This is an optimization exercise on Yosys and OpenROAD, whose aim is small area, a short achievable clock period and few clock cycles per item, not a production implementation.
Function was checked by simulation only, so behaviour that the tests miss may differ from the original.

the reference run:
## hb_interp2
module hb_interp2 #(
    parameter int unsigned DW   = 16,
    parameter int unsigned ACCW = 36
) (
    input  logic                 clk,
    input  logic                 reset,
    input  logic signed [DW-1:0] x_in,
    input  logic                 x_in_valid,
    output logic                 x_in_ready,
    output logic signed [DW-1:0] y_out,
    output logic                 y_out_valid
);
    logic ph, ph_a, ph_b, ph_c, sa, sb, v1, v2, v3, v4, v5, v6, yv;
    logic [15:0] xr;
    logic [7:0] ra[14], rb[14];
    logic [7:0] pa[14];
    logic [10:0] q0;
    logic [8:0] q1;
    logic [8:0] q2;
    logic [8:0] q3;
    logic [8:0] q4;
    logic [8:0] q5;
    logic [11:0] q6;
    logic [8:0] s0, s1, s2, s3, s4, s5, s6;
    logic [23:0] ta, tb, tc, za, zb, z;
    logic [17:0] zr;
    logic [15:0] o3, y, bsel, asat;
    logic acc;
    assign x_in_ready  = ph;
    assign y_out       = y;
    assign y_out_valid = yv;
    assign acc         = x_in_valid & ph;
    always_ff @(posedge clk or posedge reset) begin
        if (reset) begin
            ph <= 1'b0; ph_a <= 1'b0; ph_b <= 1'b0; ph_c <= 1'b0;
            sa <= 1'b0; sb <= 1'b0; v1 <= 1'b0; v2 <= 1'b0; v3 <= 1'b0;
  ...
Settings: LEC_CHECK=0, CAP_MARGIN=20, CORE_MARGIN=2, CORE_UTILIZATION=40, CTS_CLUSTER_DIAMETER=100, CTS_CLUSTER_SIZE=30, PLACE_DENSITY=0.6, SETUP_SLACK_MARGIN=2.8, SLEW_MARGIN=20; clock period 6.0 ns.
run.sh (not shown) runs the stock make flow with config.mk's settings and CLKGATE_MAP_FILE= SYNTH_SCRIPT=/design/flow/synth_recipe.tcl, a recipe that flattens the netlist after the stock synthesis.
Testbench counts of the reference run, summed over its fixed seeds: cycles 4,144, samples 2,048.
Changes in the trial run relative to the reference run:
# the reference run
export LEC_CHECK = 0
export CAP_MARGIN = 20
export CORE_MARGIN = 2
export CORE_UTILIZATION = 40
export CTS_CLUSTER_DIAMETER = 100
export CTS_CLUSTER_SIZE = 30
export PLACE_DENSITY = 0.6
export SETUP_SLACK_MARGIN = 2.8
export SLEW_MARGIN = 20
create_clock -name core_clock -period 6.0 [get_ports {clk}]
# the trial run
export LEC_CHECK = 0
export CAP_MARGIN = 20
export CORE_MARGIN = 2
export CORE_UTILIZATION = 40
export CTS_BUF_LIST = sky130_fd_sc_hd__clkbuf_4 sky130_fd_sc_hd__clkbuf_8
export PLACE_DENSITY = 0.6
export SETUP_SLACK_MARGIN = 2.8
export SLEW_MARGIN = 20
create_clock -name core_clock -period 6.0 [get_ports {clk}]
Results
- The trial run completed; timing, DRC and antenna clean
- Per the comparison of the trial run with the reference run, layout overhead on the synthesized area rose 5.1 points.
- Comparing the trial run and the reference run, non-clock buffer count in the final layout is higher on the reference run.
- Summary — count of non-filler cells in the finished layout, the trial run relative to the reference run: higher, by 4.1%.
- The reference run has higher fraction of area in multi-input gates than the trial run.

========
== job 6979 ==
Starting RTL as in the previous note.
// hb_interp2
module hb_interp2 #(
    parameter int unsigned DW   = 16,
    parameter int unsigned ACCW = 36
) (
    input  logic                 clk,
    input  logic                 reset,
    input  logic signed [DW-1:0] x_in,
    input  logic                 x_in_valid,
    output logic                 x_in_ready,
    output logic signed [DW-1:0] y_out,
    output logic                 y_out_valid
);
clock: 6.0 ns
lec_check: 0
cap_margin: 5
core_margin: 2
core_utilization: 65
cts_cluster_diameter: 100
cts_cluster_size: 30
place_density: 0.75
setup_slack_margin: 2.8
slew_margin: 5
Testbench counts of job 6979, summed over its fixed seeds: cycles 4,144, samples 2,048.
Modified inputs, job 9942 compared to job 6979
- a change of SLEW_MARGIN from 5 to 20
- a change of SETUP_SLACK_MARGIN from 2.8 to 3.4
- a change of CAP_MARGIN from 5 to 20
==> run summary <==
- From job 6979 to job 9942 the numbers moved as follows: clock tree buffer count of the final layout higher; wire length higher; via-per-instance ratio roughly the same.
- Diff job 6979 -> job 9942: remaining routing DRC violations neither gained nor lost much.

========
## job 5497
Another version of the RTL of hb_interp2 (not shown whole).
For scale: roughly 1700 cells after synthesis.
// hb_interp2
module hb_interp2 #(
    parameter int unsigned DW   = 16,
    parameter int unsigned ACCW = 36
) (
    input  logic                 clk,
    input  logic                 reset,
    input  logic signed [DW-1:0] x_in,
    input  logic                 x_in_valid,
    output logic                 x_in_ready,
    output logic signed [DW-1:0] y_out,
    output logic                 y_out_valid
);
==> flow/config.mk <==
export PLATFORM = sky130hd
export DESIGN_NAME = hb_interp2
export DESIGN_NICKNAME = hb_interp2
export VERILOG_FILES = /design/flow/design.v
export SDC_FILE = /design/flow/constraint.sdc
export NUM_CORES = 4
export LEC_CHECK = 0
export CAP_MARGIN = 20
export CORE_MARGIN = 2
export CORE_UTILIZATION = 75
export CTS_CLUSTER_DIAMETER = 100
export CTS_CLUSTER_SIZE = 30
export PLACE_DENSITY = 0.85
export SETUP_SLACK_MARGIN = 2.8
export SLEW_MARGIN = 20
==> flow/constraint.sdc <==
create_clock -name core_clock -period 6.0 [get_ports {clk}]
set_input_delay 1.2000 -clock core_clock [delete_from_list [all_inputs] [get_ports {clk}]]
set_output_delay 1.2000 -clock core_clock [all_outputs]
set_load 0.01 [all_outputs]
standard.sh (not shown) runs the stock make flow with config.mk's settings and CLKGATE_MAP_FILE= SYNTH_SCRIPT=/design/flow/synth_recipe.tcl, a recipe that flattens the netlist after the stock synthesis.
==> flow/flow/run.sh <==
#!/bin/bash
# Standard ORFS flow, with one netlist clean-up between synthesis and floorplan:
# flow/fapol.py removes inverters around full-adder cells (logic unchanged).
set -euo pipefail
R=orfs/results/sky130hd/hb_interp2/base
bash standard.sh synth > synth.log 2>&1
cp $R/1_2_yosys.v $R/1_2_yosys.std.v
python3 flow/fapol.py $R/1_2_yosys.std.v $R/1_2_yosys.v > fapol.log 2>&1
touch $R/1_2_yosys.v
bash standard.sh "BUFFER_PORTS_ARGS=-buffer_cell sky130_fd_sc_hd__buf_2" finish > finish.log 2>&1
Other scripts of this flow, unchanged in this note and not shown: flow/flow/fapol.py
Job 5497: all stages complete, timing, DRC and antenna checks passed
Testbench counts of job 5497, summed over its fixed seeds: cycles 4,144, samples 2,048.
> inputs changed (job 5497 -> job 8258)
- CORE_UTILIZATION: 75 -> 65
- PLACE_DENSITY: 0.85 -> 0.75
diff --git a/flow/flow/run.sh b/flow/flow/run.sh
--- a/flow/flow/run.sh
+++ b/flow/flow/run.sh
@@ -8,3 +8,3 @@
 python3 flow/fapol.py $R/1_2_yosys.std.v $R/1_2_yosys.v > fapol.log 2>&1
 touch $R/1_2_yosys.v
-bash standard.sh "BUFFER_PORTS_ARGS=-buffer_cell sky130_fd_sc_hd__buf_2" finish > finish.log 2>&1
+bash standard.sh finish > finish.log 2>&1
Results
- Summary of job 8258 over job 5497: share of cell area taken by multi-input logic gates now smaller; area taken by multi-input logic gates stayed essentially flat.
- Job 8258 vs job 5497 — area of all placed cells without fillers rose 290 sq um.
- Compared with job 5497, job 8258 shows cell row count that has gone up by a little under 10%.
The following lists how job 2943 was set up differently from job 8258:
diff --git a/flow/flow/run.sh b/flow/flow/run.sh
--- a/flow/flow/run.sh
+++ b/flow/flow/run.sh
@@ -8,3 +8,3 @@
 python3 flow/fapol.py $R/1_2_yosys.std.v $R/1_2_yosys.v > fapol.log 2>&1
 touch $R/1_2_yosys.v
-bash standard.sh finish > finish.log 2>&1
+bash standard.sh "BUFFER_PORTS_ARGS=-buffer_cell sky130_fd_sc_hd__buf_2" finish > finish.log 2>&1
Findings:
No stage failed in job 2943, and the final checks on the layout all came back clean.
Job 2943 has less setup slack than job 8258.
On layout overhead on the synthesized area: between job 2943 and job 8258, it ends up higher for job 8258.
Summary of the comparison: via density per instance is lower in job 2943, relative to job 8258.
Diff job 2943..job 8258 | sequential share of cell area | negligible
Required time of the worst setup path for job 2943: 0.02 ns down relative to job 8258
The run showing the greater buffer and inverter count on the worst path is job 8258.
Going from job 8258 to job 2943, area of the multi-input gates grows by about 0.54%.
Of the two values seen for start point of the critical path, ta[5] was produced by job 2943 and tb[3] by job 8258.

========
Setup of v6:
Starting RTL as in the previous note.
Design hb_interp2, start of the top module:
module hb_interp2 #(
    parameter int unsigned DW   = 16,
    parameter int unsigned ACCW = 36
) (
    input  logic                 clk,
    input  logic                 reset,
    input  logic signed [DW-1:0] x_in,
    input  logic                 x_in_valid,
    output logic                 x_in_ready,
    output logic signed [DW-1:0] y_out,
    output logic                 y_out_valid
);
clock: 6.0 ns
lec_check: 0
cap_margin: 20
core_margin: 2
core_utilization: 65
cts_cluster_diameter: 100
cts_cluster_size: 30
place_density: 0.75
setup_slack_margin: 2.6
slew_margin: 20
==> flow/flow/run.sh <==
#!/bin/bash
# Standard ORFS flow, with one netlist clean-up between synthesis and floorplan:
# flow/fapol.py removes inverters around full-adder cells (logic unchanged).
set -euo pipefail
R=orfs/results/sky130hd/hb_interp2/base
bash standard.sh synth > synth.log 2>&1
cp $R/1_2_yosys.v $R/1_2_yosys.std.v
python3 flow/fapol.py $R/1_2_yosys.std.v $R/1_2_yosys.v > fapol.log 2>&1
touch $R/1_2_yosys.v
bash standard.sh finish > finish.log 2>&1
Other scripts of this flow, unchanged in this note and not shown: flow/flow/fapol.py
v6 was carried through to the last stage, and its layout satisfied the timing, design-rule and antenna checks.
Testbench counts of v6, summed over its fixed seeds: cycles 4,144, samples 2,048.
diff inputs: v6 => v7
# v6
export LEC_CHECK = 0
export CAP_MARGIN = 20
export CORE_MARGIN = 2
export CORE_UTILIZATION = 65
export CTS_CLUSTER_DIAMETER = 100
export CTS_CLUSTER_SIZE = 30
export PLACE_DENSITY = 0.75
export SETUP_SLACK_MARGIN = 2.6
export SLEW_MARGIN = 20
create_clock -name core_clock -period 6.0 [get_ports {clk}]
# v7
export LEC_CHECK = 0
export CAP_MARGIN = 20
export CORE_MARGIN = 2
export CORE_UTILIZATION = 75
export CTS_CLUSTER_DIAMETER = 100
export CTS_CLUSTER_SIZE = 30
export PLACE_DENSITY = 0.85
export SETUP_SLACK_MARGIN = 2.8
export SLEW_MARGIN = 20
create_clock -name core_clock -period 6.0 [get_ports {clk}]
Notes after the runs:
The lower instance area after placement of v6 and v7 is in v7.
v7 reports a higher headroom to the max-slew limit than v6 does.
STATUS final worst-path setup slack: v7 wins against v6
Wire length of the first global-routing pass essentially unchanged between v7 and v6.
Between v6 and v7, global placement routability congestion increased.
Summary of the comparison: area added between synthesis and finish is higher in v7, relative to v6.

-- afterwards: timing with drivers on the ports --
How much do the figures lean on ideal ports? The routed layouts below were timed once more, with nothing changed but the port constraints. Step 1 (the two cells are an assumption about what drives the block):
set clk [get_ports {clk}]
set_driving_cell -lib_cell sky130_fd_sc_hd__clkbuf_16 $clk
set_driving_cell -lib_cell sky130_fd_sc_hd__buf_2 [delete_from_list [all_inputs] $clk]
Step 2 also shifts input and output timing later by t, the mid clock arrival at the registers, as if the neighbouring blocks saw the same clock. Slacks: no drivers / after step 1 / after step 2; pairs: no drivers / after step 1.
| run | shift t [ns] | slack for setup (ns) | worst setup path after step 2 | latest minus earliest clock arrival (ns) | worst slew at a driven data input, ns |
|---|---|---|---|---|---|
| the reference run | 0.602 | 2.769 / 2.769 / 2.769 | register to register | 0.020 / 0.020 | 0.03 |
| the trial run | 0.696 | 2.798 / 2.798 / 2.798 | register to register | 0.050 / 0.050 | 0.03 |
| job 6979 | 0.572 | 2.819 / 2.819 / 2.819 | register to register | 0.033 / 0.033 | 0.04 |
| job 9942 | 0.580 | 2.798 / 2.798 / 2.798 | register to register | 0.034 / 0.034 | 0.04 |
| job 5497 | 0.566 | 2.815 / 2.815 / 2.815 | register to register | 0.024 / 0.023 | 0.03 |
| job 8258 | 0.585 | 2.782 / 2.782 / 2.782 | register to register | 0.029 / 0.029 | 0.05 |
| job 2943 | 0.577 | 2.732 / 2.732 / 2.732 | register to register | 0.018 / 0.017 | 0.03 |
| v6 | 0.585 | 2.672 / 2.672 / 2.672 | register to register | 0.029 / 0.029 | 0.05 |
| v7 | 0.583 | 2.765 / 2.765 / 2.765 | register to register | 0.022 / 0.022 | 0.04 |
After both steps every run listed still meets setup and hold.
